Context: an optimization exercise on an open-source flow, tuned for small area and a short achievable clock period. The choices shown serve that exercise and are no tape-out recipe. Function was checked by simulation only, so behaviour that the tests miss may differ from the original. Power is estimated from default activity; no workload was simulated.

==> build 25 <==
Design rsvStation, start of the top module:
module rsvStation (
    input  logic                 clk,
    input  logic                 arstN,
    input  logic                 insValid,
    input  logic [dataW-1:0]     insPc,
    input  logic [opIdW-1:0]     insOpId,
    input  logic [immW-1:0]      insImm,
    input  logic [robTagW-1:0]   insRobTag,
    input  logic                 rs1Ready,
    input  logic [dataW-1:0]     rs1Value,
    input  logic [robTagW-1:0]   rs1Tag,
    input  logic                 rs2Ready,
    input  logic [dataW-1:0]     rs2Value,
    input  logic [robTagW-1:0]   rs2Tag,
    input  logic                 cdbValid,
    input  logic [robTagW-1:0]   cdbTag,
    input  logic [dataW-1:0]     cdbValue,
    input  logic                 flush,      
    output logic                 full,
    output logic                 issueValid,
    output logic [dataW-1:0]     issuePc,
    output logic [opIdW-1:0]     issueOpId,
    output logic [dataW-1:0]     issueRs1,
    output logic [dataW-1:0]     issueRs2,
    output logic [immW-1:0]      issueImm,
    output logic [robTagW-1:0]   issueRobTag
);
==> module rsvStation, before the edit <==
module rsvStation (
    input  logic                 clk,
    input  logic                 arstN,
    input  logic                 insValid,
    input  logic [dataW-1:0]     insPc,
    input  logic [opIdW-1:0]     insOpId,
    input  logic [immW-1:0]      insImm,
    input  logic [robTagW-1:0]   insRobTag,
    input  logic                 rs1Ready,
    input  logic [dataW-1:0]     rs1Value,
    input  logic [robTagW-1:0]   rs1Tag,
    input  logic                 rs2Ready,
    input  logic [dataW-1:0]     rs2Value,
    input  logic [robTagW-1:0]   rs2Tag,
    input  logic                 cdbValid,
    input  logic [robTagW-1:0]   cdbTag,
    input  logic [dataW-1:0]     cdbValue,
    input  logic                 flush,      
    output logic                 full,
    output logic                 issueValid,
    output logic [dataW-1:0]     issuePc,
    output logic [opIdW-1:0]     issueOpId,
    output logic [dataW-1:0]     issueRs1,
    output logic [dataW-1:0]     issueRs2,
    output logic [immW-1:0]      issueImm,
    output logic [robTagW-1:0]   issueRobTag
);
    localparam int payW = dataW + opIdW + immW + robTagW;
    logic [rsDepth-1:0] occQ;                
    logic [rsDepth-1:0] r1Q, r2Q;            
    logic [dataW-1:0]   v1Q [rsDepth];       
    logic [dataW-1:0]   v2Q [rsDepth];
    logic [payW-1:0]    payQ [rsDepth];      
    function automatic logic [rsDepth-1:0] lowestOH(input logic [rsDepth-1:0] vec);
        logic [rsDepth-1:0] below;
        below[0] = 1'b0;
        for (int i = 1; i < rsDepth; i++) below[i] = below[i-1] | vec[i-1];
        lowestOH = vec & ~below;
    endfunction
    logic [rsDepth-1:0] slotReady, issOH, insOH, wake1, wake2;
    logic               issueHit;
    assign slotReady = occQ & r1Q & r2Q;
    assign issueHit  = |slotReady;
    assign issOH     = lowestOH(slotReady);
    assign insOH     = lowestOH(~occQ | slotReady);
    always_comb begin
        for (int i = 0; i < rsDepth; i++) begin
            wake1[i] = cdbValid && !r1Q[i] && (v1Q[i][robTagW-1:0] == cdbTag);
            wake2[i] = cdbValid && !r2Q[i] && (v2Q[i][robTagW-1:0] == cdbTag);
        end
    end
    logic             byp1, byp2, in1Rdy, in2Rdy;
    logic [dataW-1:0] in1Val, in2Val;
    assign byp1   = cdbValid && !rs1Ready && (rs1Tag == cdbTag);
    assign byp2   = cdbValid && !rs2Ready && (rs2Tag == cdbTag);
    assign in1Rdy = rs1Ready || byp1;
    assign in2Rdy = rs2Ready || byp2;
    assign in1Val[dataW-1:robTagW] = byp1 ? cdbValue[dataW-1:robTagW] : rs1Value[dataW-1:robTagW];
    assign in2Val[dataW-1:robTagW] = byp2 ? cdbValue[dataW-1:robTagW] : rs2Value[dataW-1:robTagW];
    assign in1Val[robTagW-1:0] = rs1Ready ? rs1Value[robTagW-1:0] : (byp1 ? cdbValue[robTagW-1:0] : rs1Tag);
    assign in2Val[robTagW-1:0] = rs2Ready ? rs2Value[robTagW-1:0] : (byp2 ? cdbValue[robTagW-1:0] : rs2Tag);
    logic [rsDepth-1:0] occD, r1D, r2D;
    assign occD = flush ? '0 : ((occQ & ~issOH) | (insValid ? insOH : '0));
    always_ff @(posedge clk or negedge arstN) begin
        if (!arstN) begin
            occQ <= '0;
            full <= 1'b0;
        end else begin
            occQ <= occD;
            full <= (&occD) & ~|(occD & r1D & r2D);
        end
    end
    logic [rsDepth-1:0] wk1, wk2;
    assign wk1 = wake1 & ~insOH;
    assign wk2 = wake2 & ~insOH;
    assign r1D = insOH & {rsDepth{in1Rdy}} | ~insOH & (r1Q | wake1);
    assign r2D = insOH & {rsDepth{in2Rdy}} | ~insOH & (r2Q | wake2);
    always_ff @(posedge clk) begin
        r1Q <= r1D;
        r2Q <= r2D;
        for (int i = 0; i < rsDepth; i++) begin
            if (insOH[i]) begin
                payQ[i] <= {insPc, insOpId, insImm, insRobTag};
            end
            if (insOH[i] | wk1[i]) begin
                v1Q[i] <= (in1Val & {dataW{insOH[i]}}) | (cdbValue & {dataW{wk1[i]}});
            end
            if (insOH[i] | wk2[i]) begin
                v2Q[i] <= (in2Val & {dataW{insOH[i]}}) | (cdbValue & {dataW{wk2[i]}});
            end
        end
    end
    logic [payW-1:0]  payRd;
    logic [dataW-1:0] v1Rd, v2Rd;
    always_comb begin
        payRd = '0;
        v1Rd  = '0;
        v2Rd  = '0;
        for (int i = 0; i < rsDepth; i++) begin
            payRd = payRd | (payQ[i] & {payW{issOH[i]}});
            v1Rd  = v1Rd  | (v1Q[i]  & {dataW{issOH[i]}});
            v2Rd  = v2Rd  | (v2Q[i]  & {dataW{issOH[i]}});
        end
    end
    always_ff @(posedge clk or negedge arstN) begin
        if (!arstN) begin
            issueValid <= 1'b0;
        end else begin
            issueValid <= issueHit && !flush;
        end
    end
    always_ff @(posedge clk) begin
        {issuePc, issueOpId, issueImm, issueRobTag} <= payRd;
        issueRs1 <= v1Rd;
        issueRs2 <= v2Rd;
    end
endmodule
clock: 6.0 ns
lec_check: 0
cap_margin: 20
core_margin: 2
core_utilization: 40
setup_slack_margin: 3.0
slew_margin: 20
run.sh (not shown) runs the stock make flow with config.mk's settings and CLKGATE_MAP_FILE= SYNTH_SCRIPT=/design/flow/synth_recipe.tcl, a recipe that flattens the netlist after the stock synthesis.
==> build 87: changes against build 25 <==
--- a/flow/design.v
+++ b/flow/design.v
@@ -56,2 +56,3 @@
     assign insOH     = lowestOH(~occQ | slotReady);
+    assign full = (&occQ) & ~issueHit;
     always_comb begin
@@ -72,4 +73,2 @@
     assign in2Val[robTagW-1:0] = rs2Ready ? rs2Value[robTagW-1:0] : (byp2 ? cdbValue[robTagW-1:0] : rs2Tag);
-    logic [rsDepth-1:0] occD, r1D, r2D;
-    assign occD = flush ? '0 : ((occQ & ~issOH) | (insValid ? insOH : '0));
     always_ff @(posedge clk or negedge arstN) begin
@@ -77,16 +76,9 @@
             occQ <= '0;
-            full <= 1'b0;
+        end else if (flush) begin
+            occQ <= '0;
         end else begin
-            occQ <= occD;
-            full <= (&occD) & ~|(occD & r1D & r2D);
+            occQ <= (occQ & ~issOH) | (insValid ? insOH : '0);
         end
     end
-    logic [rsDepth-1:0] wk1, wk2;
-    assign wk1 = wake1 & ~insOH;
-    assign wk2 = wake2 & ~insOH;
-    assign r1D = insOH & {rsDepth{in1Rdy}} | ~insOH & (r1Q | wake1);
-    assign r2D = insOH & {rsDepth{in2Rdy}} | ~insOH & (r2Q | wake2);
     always_ff @(posedge clk) begin
-        r1Q <= r1D;
-        r2Q <= r2D;
         for (int i = 0; i < rsDepth; i++) begin
@@ -94,8 +86,15 @@
                 payQ[i] <= {insPc, insOpId, insImm, insRobTag};
-            end
-            if (insOH[i] | wk1[i]) begin
-                v1Q[i] <= (in1Val & {dataW{insOH[i]}}) | (cdbValue & {dataW{wk1[i]}});
-            end
-            if (insOH[i] | wk2[i]) begin
-                v2Q[i] <= (in2Val & {dataW{insOH[i]}}) | (cdbValue & {dataW{wk2[i]}});
+                v1Q[i]  <= in1Val;
+                r1Q[i]  <= in1Rdy;
+                v2Q[i]  <= in2Val;
+                r2Q[i]  <= in2Rdy;
+            end else begin
+                if (wake1[i]) begin
+                    v1Q[i] <= cdbValue;
+                    r1Q[i] <= 1'b1;
+                end
+                if (wake2[i]) begin
+                    v2Q[i] <= cdbValue;
+                    r2Q[i] <= 1'b1;
+                end
             end
--- a/flow/config.mk
+++ b/flow/config.mk
@@ -10,3 +10,2 @@
 export CORE_UTILIZATION = 40
-export SETUP_SLACK_MARGIN = 3.0
 export SLEW_MARGIN = 20
==> impl_metrics.tcl <==
set metrics [dict create \
    status "no timing/DRC/antenna violations" \
    synth-edff-count 2208 \
    placed_cell_area_um2 105600 \
    dp_hpwl_mm 203.6 \
    max_stage_delay_ns 0.66 \
    critPathLaunch "occQ[8]$_DFF_PN0_" \
    dpl_worst_slack_ns 1.228 \
    synth_area_leaders "edfxtp_1 (68%), o21ai_0 (5.4%), a222oi_1 (4.3%)" \
]
[end of results for build 25]
==> impl_metrics.tcl <==
set metrics [dict create \
    final_util_pct 46.23 \
    cts_tree "built" \
    wl_met1_mm 133.0 \
    placed_cell_area_um2 107600 \
    path_buf_inv 2 \
    syn_inst 7579 \
    dpl_worst_slack_ns 1.356 \
    vias_per_cell 6.462 \
    synth-edff-count 2240 \
    track_usage_pct 27.22 \
    synth_area_leaders "edfxtp_1 (67%), a21oi_1 (7.0%), a221o_1 (2.8%)" \
    critPathLaunch "r2Q[4]$_SDFFCE_PN1P_" \
    die-area_um2 256100 \
    worstSetupEndpointType "output pin" \
    dp_hpwl_mm 187.4 \
    relSlewSlack_pct 18.14 \
    status "no timing/DRC/antenna violations" \
]
[end of results for build 87]


==> try-lagoon: inputs <==
==> flow/design.v <==
package rsPkg;
    localparam int rsDepth  = 16;
    localparam int rsIdxW   = 4;    
    localparam int rsCountW = 5;    
    localparam int dataW    = 32;   
    localparam int immW     = 32;
    localparam int opIdW    = 6;
    localparam int robTagW  = 4;
endpackage
`timescale 1ns/1ps
module rsOai22 (
    input  logic a1, a2, b1, b2,
    output logic y
);
    assign y = ~((a1 | a2) & (b1 | b2));
endmodule
`timescale 1ns/1ps
module rsAoi222 (
    input  logic a1, a2, b1, b2, c1, c2,
    output logic y
);
    assign y = ~((a1 & a2) | (b1 & b2) | (c1 & c2));
endmodule
`timescale 1ns/1ps
import rsPkg::*;
module rsvStation (
    input  logic                 clk,
    input  logic                 arstN,
    input  logic                 insValid,
    input  logic [dataW-1:0]     insPc,
    input  logic [opIdW-1:0]     insOpId,
    input  logic [immW-1:0]      insImm,
    input  logic [robTagW-1:0]   insRobTag,
    input  logic                 rs1Ready,
    input  logic [dataW-1:0]     rs1Value,
    input  logic [robTagW-1:0]   rs1Tag,
    input  logic                 rs2Ready,
    input  logic [dataW-1:0]     rs2Value,
    input  logic [robTagW-1:0]   rs2Tag,
    input  logic                 cdbValid,
    input  logic [robTagW-1:0]   cdbTag,
    input  logic [dataW-1:0]     cdbValue,
    input  logic                 flush,      
    output logic                 full,
    output logic                 issueValid,
    output logic [dataW-1:0]     issuePc,
    output logic [opIdW-1:0]     issueOpId,
    output logic [dataW-1:0]     issueRs1,
    output logic [dataW-1:0]     issueRs2,
    output logic [immW-1:0]      issueImm,
    output logic [robTagW-1:0]   issueRobTag
);
    localparam int payW = dataW + opIdW + immW + robTagW;
    logic [rsDepth-1:0] occQ;                
    logic [rsDepth-1:0] r1Q, r2Q;            
    logic [dataW-1:0]   v1Q [rsDepth];       
    logic [dataW-1:0]   v2Q [rsDepth];
    logic [payW-1:0]    payQ [rsDepth];      
    function automatic logic [rsDepth-1:0] lowestOH(input logic [rsDepth-1:0] vec);
        logic [rsDepth-1:0] below;
        below[0] = 1'b0;
        for (int i = 1; i < rsDepth; i++) below[i] = below[i-1] | vec[i-1];
        lowestOH = vec & ~below;
    endfunction
    logic [rsDepth-1:0] issOHQ, insOHQ, wake1, wake2;
    logic [rsDepth-1:0] insOHQn;             
    logic               hitQ;
    always_comb begin
        for (int i = 0; i < rsDepth; i++) begin
            wake1[i] = cdbValid && !r1Q[i] && (v1Q[i][robTagW-1:0] == cdbTag);
            wake2[i] = cdbValid && !r2Q[i] && (v2Q[i][robTagW-1:0] == cdbTag);
        end
    end
    logic             byp1, byp2, in1Rdy, in2Rdy;
    logic [dataW-1:0] in1Val, in2Val;
    assign byp1   = cdbValid && !rs1Ready && (rs1Tag == cdbTag);
    assign byp2   = cdbValid && !rs2Ready && (rs2Tag == cdbTag);
    assign in1Rdy = rs1Ready || byp1;
    assign in2Rdy = rs2Ready || byp2;
    assign in1Val[dataW-1:robTagW] = byp1 ? cdbValue[dataW-1:robTagW] : rs1Value[dataW-1:robTagW];
    assign in2Val[dataW-1:robTagW] = byp2 ? cdbValue[dataW-1:robTagW] : rs2Value[dataW-1:robTagW];
    assign in1Val[robTagW-1:0] = rs1Ready ? rs1Value[robTagW-1:0] : (byp1 ? cdbValue[robTagW-1:0] : rs1Tag);
    assign in2Val[robTagW-1:0] = rs2Ready ? rs2Value[robTagW-1:0] : (byp2 ? cdbValue[robTagW-1:0] : rs2Tag);
    logic [rsDepth-1:0] occD, r1D, r2D, readyD;
    assign occD   = flush ? '0 : ((occQ & ~issOHQ) | (insValid ? insOHQ : '0));
    assign r1D    = insOHQ & {rsDepth{in1Rdy}} | ~insOHQ & (r1Q | wake1);
    assign r2D    = insOHQ & {rsDepth{in2Rdy}} | ~insOHQ & (r2Q | wake2);
    assign readyD = occD & r1D & r2D;
    always_ff @(posedge clk or negedge arstN) begin
        if (!arstN) begin
            occQ   <= '0;
            issOHQ <= '0;
            insOHQ <= {{(rsDepth-1){1'b0}}, 1'b1};
            insOHQn <= {{(rsDepth-1){1'b1}}, 1'b0};
            hitQ   <= 1'b0;
            full   <= 1'b0;
        end else begin
            occQ   <= occD;
            issOHQ <= lowestOH(readyD);
            insOHQ <= lowestOH(~occD | readyD);
            insOHQn <= ~lowestOH(~occD | readyD);
            hitQ   <= |readyD;
            full   <= (&occD) & ~|readyD;
        end
    end
    logic [dataW-1:0] in1ValN, in2ValN, cdbValueN;
    logic [dataW-1:0] v1D [rsDepth];
    logic [dataW-1:0] v2D [rsDepth];
    assign in1ValN   = ~in1Val;
    assign in2ValN   = ~in2Val;
    assign cdbValueN = ~cdbValue;
    for (genvar i = 0; i < rsDepth; i++) begin : g_vD
        for (genvar b = 0; b < dataW; b++) begin : g_bit
            rsOai22 v1_i (.a1(in1ValN[b]), .a2(insOHQn[i]), .b1(cdbValueN[b]), .b2(insOHQ[i]), .y(v1D[i][b]));
            rsOai22 v2_i (.a1(in2ValN[b]), .a2(insOHQn[i]), .b1(cdbValueN[b]), .b2(insOHQ[i]), .y(v2D[i][b]));
        end
    end
    always_ff @(posedge clk) begin
        r1Q <= r1D;
        r2Q <= r2D;
        for (int i = 0; i < rsDepth; i++) begin
            if (insOHQ[i]) begin
                payQ[i] <= {insPc, insOpId, insImm, insRobTag};
            end
            if (insOHQ[i] | wake1[i]) begin
                v1Q[i] <= v1D[i];
            end
            if (insOHQ[i] | wake2[i]) begin
                v2Q[i] <= v2D[i];
            end
        end
    end
    localparam int rdW = payW + 2 * dataW;
    logic [rdW-1:0] slotRd [rsDepth];
    logic [rdW-1:0] grpN [5];
    logic [rdW-1:0] lastN;
    logic [rdW-1:0] rd;
    for (genvar i = 0; i < rsDepth; i++) begin : g_slotRd
        assign slotRd[i] = {payQ[i], v1Q[i], v2Q[i]};
    end
    for (genvar b = 0; b < rdW; b++) begin : g_rd
        for (genvar g = 0; g < 5; g++) begin : g_grp
            rsAoi222 aoi_i (
                .a1(issOHQ[3*g]),   .a2(slotRd[3*g][b]),
                .b1(issOHQ[3*g+1]), .b2(slotRd[3*g+1][b]),
                .c1(issOHQ[3*g+2]), .c2(slotRd[3*g+2][b]),
                .y(grpN[g][b])
            );
        end
    end
    assign lastN = ~(slotRd[rsDepth-1] & {rdW{issOHQ[rsDepth-1]}});
    assign rd    = ~(grpN[0] & grpN[1] & grpN[2] & grpN[3] & grpN[4] & lastN);
    always_ff @(posedge clk or negedge arstN) begin
        if (!arstN) begin
            issueValid <= 1'b0;
        end else begin
            issueValid <= hitQ && !flush;
        end
    end
    always_ff @(posedge clk) begin
        {issuePc, issueOpId, issueImm, issueRobTag, issueRs1, issueRs2} <= rd;
    end
endmodule
==> flow/run.sh <==
#!/bin/bash
# synth_recipe.tcl (not shown) runs the flow's synth.tcl, then flattens the netlist and writes it again
# the make line also repeats each setting of config.mk as NAME=value (left out here)
make -C /OpenROAD-flow-scripts/flow DESIGN_CONFIG=/design/flow/config.mk WORK_HOME=/design/flow/orfs CLKGATE_MAP_FILE= SYNTH_SCRIPT=/design/flow/synth_recipe.tcl finish
==> flow/config.mk <==
export PLATFORM = sky130hd
export DESIGN_NAME = rsvStation
export DESIGN_NICKNAME = rsvStation
export VERILOG_FILES = /design/flow/design.v
export SDC_FILE = /design/flow/constraint.sdc
export NUM_CORES = 4
export LEC_CHECK = 0
export CAP_MARGIN = 20
export CORE_MARGIN = 2
export CORE_UTILIZATION = 62
export CTS_CLUSTER_DIAMETER = 80
export CTS_CLUSTER_SIZE = 24
export SETUP_SLACK_MARGIN = 3.4
export SLEW_MARGIN = 20
export SYNTH_HIERARCHICAL = 1
==> flow/constraint.sdc <==
create_clock -name core_clock -period 6.0 [get_ports {clk}]
set_input_delay 1.2000 -clock core_clock [delete_from_list [all_inputs] [get_ports {clk}]]
set_output_delay 1.2000 -clock core_clock [all_outputs]
set_load 0.01 [all_outputs]
==> try-sierra (differences from try-lagoon) <==
--- a/flow/design.v
+++ b/flow/design.v
@@ -7,20 +7,6 @@
     localparam int opIdW    = 6;
     localparam int robTagW  = 4;
 endpackage
-`timescale 1ns/1ps
-module rsOai22 (
-    input  logic a1, a2, b1, b2,
-    output logic y
-);
-    assign y = ~((a1 | a2) & (b1 | b2));
-endmodule
-`timescale 1ns/1ps
-module rsAoi222 (
-    input  logic a1, a2, b1, b2, c1, c2,
-    output logic y
-);
-    assign y = ~((a1 & a2) | (b1 & b2) | (c1 & c2));
-endmodule
 `timescale 1ns/1ps
 import rsPkg::*;
 module rsvStation (
@@ -103,18 +89,6 @@
             full   <= (&occD) & ~|readyD;
         end
     end
-    logic [dataW-1:0] in1ValN, in2ValN, cdbValueN;
-    logic [dataW-1:0] v1D [rsDepth];
-    logic [dataW-1:0] v2D [rsDepth];
-    assign in1ValN   = ~in1Val;
-    assign in2ValN   = ~in2Val;
-    assign cdbValueN = ~cdbValue;
-    for (genvar i = 0; i < rsDepth; i++) begin : g_vD
-        for (genvar b = 0; b < dataW; b++) begin : g_bit
-            rsOai22 v1_i (.a1(in1ValN[b]), .a2(insOHQn[i]), .b1(cdbValueN[b]), .b2(insOHQ[i]), .y(v1D[i][b]));
-            rsOai22 v2_i (.a1(in2ValN[b]), .a2(insOHQn[i]), .b1(cdbValueN[b]), .b2(insOHQ[i]), .y(v2D[i][b]));
-        end
-    end
     always_ff @(posedge clk) begin
         r1Q <= r1D;
         r2Q <= r2D;
@@ -123,33 +97,25 @@
                 payQ[i] <= {insPc, insOpId, insImm, insRobTag};
             end
             if (insOHQ[i] | wake1[i]) begin
-                v1Q[i] <= v1D[i];
+                v1Q[i] <= (in1Val & {dataW{insOHQ[i]}}) | (cdbValue & {dataW{insOHQn[i]}});
             end
             if (insOHQ[i] | wake2[i]) begin
-                v2Q[i] <= v2D[i];
+                v2Q[i] <= (in2Val & {dataW{insOHQ[i]}}) | (cdbValue & {dataW{insOHQn[i]}});
             end
         end
     end
-    localparam int rdW = payW + 2 * dataW;
-    logic [rdW-1:0] slotRd [rsDepth];
-    logic [rdW-1:0] grpN [5];
-    logic [rdW-1:0] lastN;
-    logic [rdW-1:0] rd;
-    for (genvar i = 0; i < rsDepth; i++) begin : g_slotRd
-        assign slotRd[i] = {payQ[i], v1Q[i], v2Q[i]};
-    end
-    for (genvar b = 0; b < rdW; b++) begin : g_rd
-        for (genvar g = 0; g < 5; g++) begin : g_grp
-            rsAoi222 aoi_i (
-                .a1(issOHQ[3*g]),   .a2(slotRd[3*g][b]),
-                .b1(issOHQ[3*g+1]), .b2(slotRd[3*g+1][b]),
-                .c1(issOHQ[3*g+2]), .c2(slotRd[3*g+2][b]),
-                .y(grpN[g][b])
-            );
+    logic [payW-1:0]  payRd;
+    logic [dataW-1:0] v1Rd, v2Rd;
+    always_comb begin
+        payRd = '0;
+        v1Rd  = '0;
+        v2Rd  = '0;
+        for (int i = 0; i < rsDepth; i++) begin
+            payRd = payRd | (payQ[i] & {payW{issOHQ[i]}});
+            v1Rd  = v1Rd  | (v1Q[i]  & {dataW{issOHQ[i]}});
+            v2Rd  = v2Rd  | (v2Q[i]  & {dataW{issOHQ[i]}});
         end
     end
-    assign lastN = ~(slotRd[rsDepth-1] & {rdW{issOHQ[rsDepth-1]}});
-    assign rd    = ~(grpN[0] & grpN[1] & grpN[2] & grpN[3] & grpN[4] & lastN);
     always_ff @(posedge clk or negedge arstN) begin
         if (!arstN) begin
             issueValid <= 1'b0;
@@ -158,6 +124,8 @@
         end
     end
     always_ff @(posedge clk) begin
-        {issuePc, issueOpId, issueImm, issueRobTag, issueRs1, issueRs2} <= rd;
+        {issuePc, issueOpId, issueImm, issueRobTag} <= payRd;
+        issueRs1 <= v1Rd;
+        issueRs2 <= v2Rd;
     end
 endmodule
--- a/flow/config.mk
+++ b/flow/config.mk
@@ -7,9 +7,8 @@
 export LEC_CHECK = 0
 export CAP_MARGIN = 20
 export CORE_MARGIN = 2
-export CORE_UTILIZATION = 62
+export CORE_UTILIZATION = 65
 export CTS_CLUSTER_DIAMETER = 80
 export CTS_CLUSTER_SIZE = 24
 export SETUP_SLACK_MARGIN = 3.4
 export SLEW_MARGIN = 20
-export SYNTH_HIERARCHICAL = 1
==> try-yarrow (differences from try-lagoon) <==
--- a/flow/design.v
+++ b/flow/design.v
@@ -7,20 +7,6 @@
     localparam int opIdW    = 6;
     localparam int robTagW  = 4;
 endpackage
-`timescale 1ns/1ps
-module rsOai22 (
-    input  logic a1, a2, b1, b2,
-    output logic y
-);
-    assign y = ~((a1 | a2) & (b1 | b2));
-endmodule
-`timescale 1ns/1ps
-module rsAoi222 (
-    input  logic a1, a2, b1, b2, c1, c2,
-    output logic y
-);
-    assign y = ~((a1 & a2) | (b1 & b2) | (c1 & c2));
-endmodule
 `timescale 1ns/1ps
 import rsPkg::*;
 module rsvStation (
@@ -103,18 +89,6 @@
             full   <= (&occD) & ~|readyD;
         end
     end
-    logic [dataW-1:0] in1ValN, in2ValN, cdbValueN;
-    logic [dataW-1:0] v1D [rsDepth];
-    logic [dataW-1:0] v2D [rsDepth];
-    assign in1ValN   = ~in1Val;
-    assign in2ValN   = ~in2Val;
-    assign cdbValueN = ~cdbValue;
-    for (genvar i = 0; i < rsDepth; i++) begin : g_vD
-        for (genvar b = 0; b < dataW; b++) begin : g_bit
-            rsOai22 v1_i (.a1(in1ValN[b]), .a2(insOHQn[i]), .b1(cdbValueN[b]), .b2(insOHQ[i]), .y(v1D[i][b]));
-            rsOai22 v2_i (.a1(in2ValN[b]), .a2(insOHQn[i]), .b1(cdbValueN[b]), .b2(insOHQ[i]), .y(v2D[i][b]));
-        end
-    end
     always_ff @(posedge clk) begin
         r1Q <= r1D;
         r2Q <= r2D;
@@ -123,33 +97,25 @@
                 payQ[i] <= {insPc, insOpId, insImm, insRobTag};
             end
             if (insOHQ[i] | wake1[i]) begin
-                v1Q[i] <= v1D[i];
+                v1Q[i] <= (in1Val & {dataW{insOHQ[i]}}) | (cdbValue & {dataW{insOHQn[i]}});
             end
             if (insOHQ[i] | wake2[i]) begin
-                v2Q[i] <= v2D[i];
+                v2Q[i] <= (in2Val & {dataW{insOHQ[i]}}) | (cdbValue & {dataW{insOHQn[i]}});
             end
         end
     end
-    localparam int rdW = payW + 2 * dataW;
-    logic [rdW-1:0] slotRd [rsDepth];
-    logic [rdW-1:0] grpN [5];
-    logic [rdW-1:0] lastN;
-    logic [rdW-1:0] rd;
-    for (genvar i = 0; i < rsDepth; i++) begin : g_slotRd
-        assign slotRd[i] = {payQ[i], v1Q[i], v2Q[i]};
-    end
-    for (genvar b = 0; b < rdW; b++) begin : g_rd
-        for (genvar g = 0; g < 5; g++) begin : g_grp
-            rsAoi222 aoi_i (
-                .a1(issOHQ[3*g]),   .a2(slotRd[3*g][b]),
-                .b1(issOHQ[3*g+1]), .b2(slotRd[3*g+1][b]),
-                .c1(issOHQ[3*g+2]), .c2(slotRd[3*g+2][b]),
-                .y(grpN[g][b])
-            );
+    logic [payW-1:0]  payRd;
+    logic [dataW-1:0] v1Rd, v2Rd;
+    always_comb begin
+        payRd = '0;
+        v1Rd  = '0;
+        v2Rd  = '0;
+        for (int i = 0; i < rsDepth; i++) begin
+            payRd = payRd | (payQ[i] & {payW{issOHQ[i]}});
+            v1Rd  = v1Rd  | (v1Q[i]  & {dataW{issOHQ[i]}});
+            v2Rd  = v2Rd  | (v2Q[i]  & {dataW{issOHQ[i]}});
         end
     end
-    assign lastN = ~(slotRd[rsDepth-1] & {rdW{issOHQ[rsDepth-1]}});
-    assign rd    = ~(grpN[0] & grpN[1] & grpN[2] & grpN[3] & grpN[4] & lastN);
     always_ff @(posedge clk or negedge arstN) begin
         if (!arstN) begin
             issueValid <= 1'b0;
@@ -158,6 +124,8 @@
         end
     end
     always_ff @(posedge clk) begin
-        {issuePc, issueOpId, issueImm, issueRobTag, issueRs1, issueRs2} <= rd;
+        {issuePc, issueOpId, issueImm, issueRobTag} <= payRd;
+        issueRs1 <= v1Rd;
+        issueRs2 <= v2Rd;
     end
 endmodule
==> flow/config.mk (replaced) <==
export PLATFORM = sky130hd
export DESIGN_NAME = rsvStation
export DESIGN_NICKNAME = rsvStation
export VERILOG_FILES = /design/flow/design.v
export SDC_FILE = /design/flow/constraint.sdc
export NUM_CORES = 4
export LEC_CHECK = 0
export CAP_MARGIN = 20
export CORE_MARGIN = 2
export CORE_UTILIZATION = 65
export CTS_CLUSTER_DIAMETER = 60
export CTS_CLUSTER_SIZE = 20
export SETUP_SLACK_MARGIN = 3.5
export SLEW_MARGIN = 20
==> qor summary <==
Outcome: try-yarrow no timing/DRC/antenna violations; try-lagoon no timing/DRC/antenna violations; try-sierra no timing/DRC/antenna violations
Net Sw Frac: try-yarrow 0.226; try-lagoon 0.226; try-sierra 0.226
Design area: try-yarrow 112000 sq um; try-lagoon 108000 sq um; try-sierra 109000 sq um
Number of buffers created by CTS: try-yarrow 158; try-lagoon 118; try-sierra 116
Yosys warning total: try-yarrow 4; try-lagoon 18; try-sierra 4
Met1 wire length: try-yarrow 116000 um; try-lagoon 106000 um; try-sierra 115000 um
Mapped cell area: try-yarrow 98200 sq um; try-lagoon 91500 sq um; try-sierra 98200 sq um
Clock share of power: try-yarrow 0.346; try-lagoon 0.307; try-sierra 0.305
Total Wirelength: try-yarrow 353000 um; try-lagoon 326000 um; try-sierra 344000 um
Cell internal pwr: try-yarrow 25500 uW; try-lagoon 23900 uW; try-sierra 23900 uW
Number of tap cells added at floorplan: try-yarrow 2016; try-lagoon 1930; try-sierra 2016
Power per cell area: try-yarrow 296 nW/um^2; try-lagoon 285 nW/um^2; try-sierra 282 nW/um^2
Worst reg-to-reg path cell count: try-yarrow 4; try-lagoon 5; try-sierra 4

## what the ideal ports hide
In the flow no input, the clock included, has a driving cell. The finished layouts below were timed again as built, in two steps.
Step 1 (the two cells are an assumption about what drives the block):
set clk [get_ports {clk}]
set_driving_cell -lib_cell sky130_fd_sc_hd__clkbuf_16 $clk
set_driving_cell -lib_cell sky130_fd_sc_hd__buf_2 [delete_from_list [all_inputs] $clk]
Step 2, shift: input delay + t, output delay - t, t = (earliest + latest rising clock arrival at the registers) / 2. This alone moves slack from input paths to output paths.
a / b / c = ideal ports / drivers / drivers and shift; a / b = the first two.
run | shift t [ns] | setup slack, ns | slew at the worst register clock pin (ns) | worst data-port slew with drivers (ns) | pins driven straight from the clock port
build 25 | 1.046 | 2.833 / 2.833 / 1.891 | 0.07 / 0.07 | 0.17 | 1
build 87 | 1.004 | 0.756 / 0.667 / 1.327 | 0.07 / 0.07 | 0.20 | 1
try-lagoon | 0.883 | 3.042 / 3.066 / 2.184 | 0.11 / 0.11 | 0.14 | 1
try-sierra | 0.888 | 3.148 / 3.148 / 2.406 | 0.11 / 0.11 | 0.21 | 1
try-yarrow | 0.915 | 3.282 / 3.190 / 2.275 | 0.09 / 0.09 | 0.23 | 1
After both steps setup and hold are still met in every run listed. For try-yarrow, which loses most, drivers alone change the setup slack by -0.092 ns; drivers and shift together by -1.007 ns.
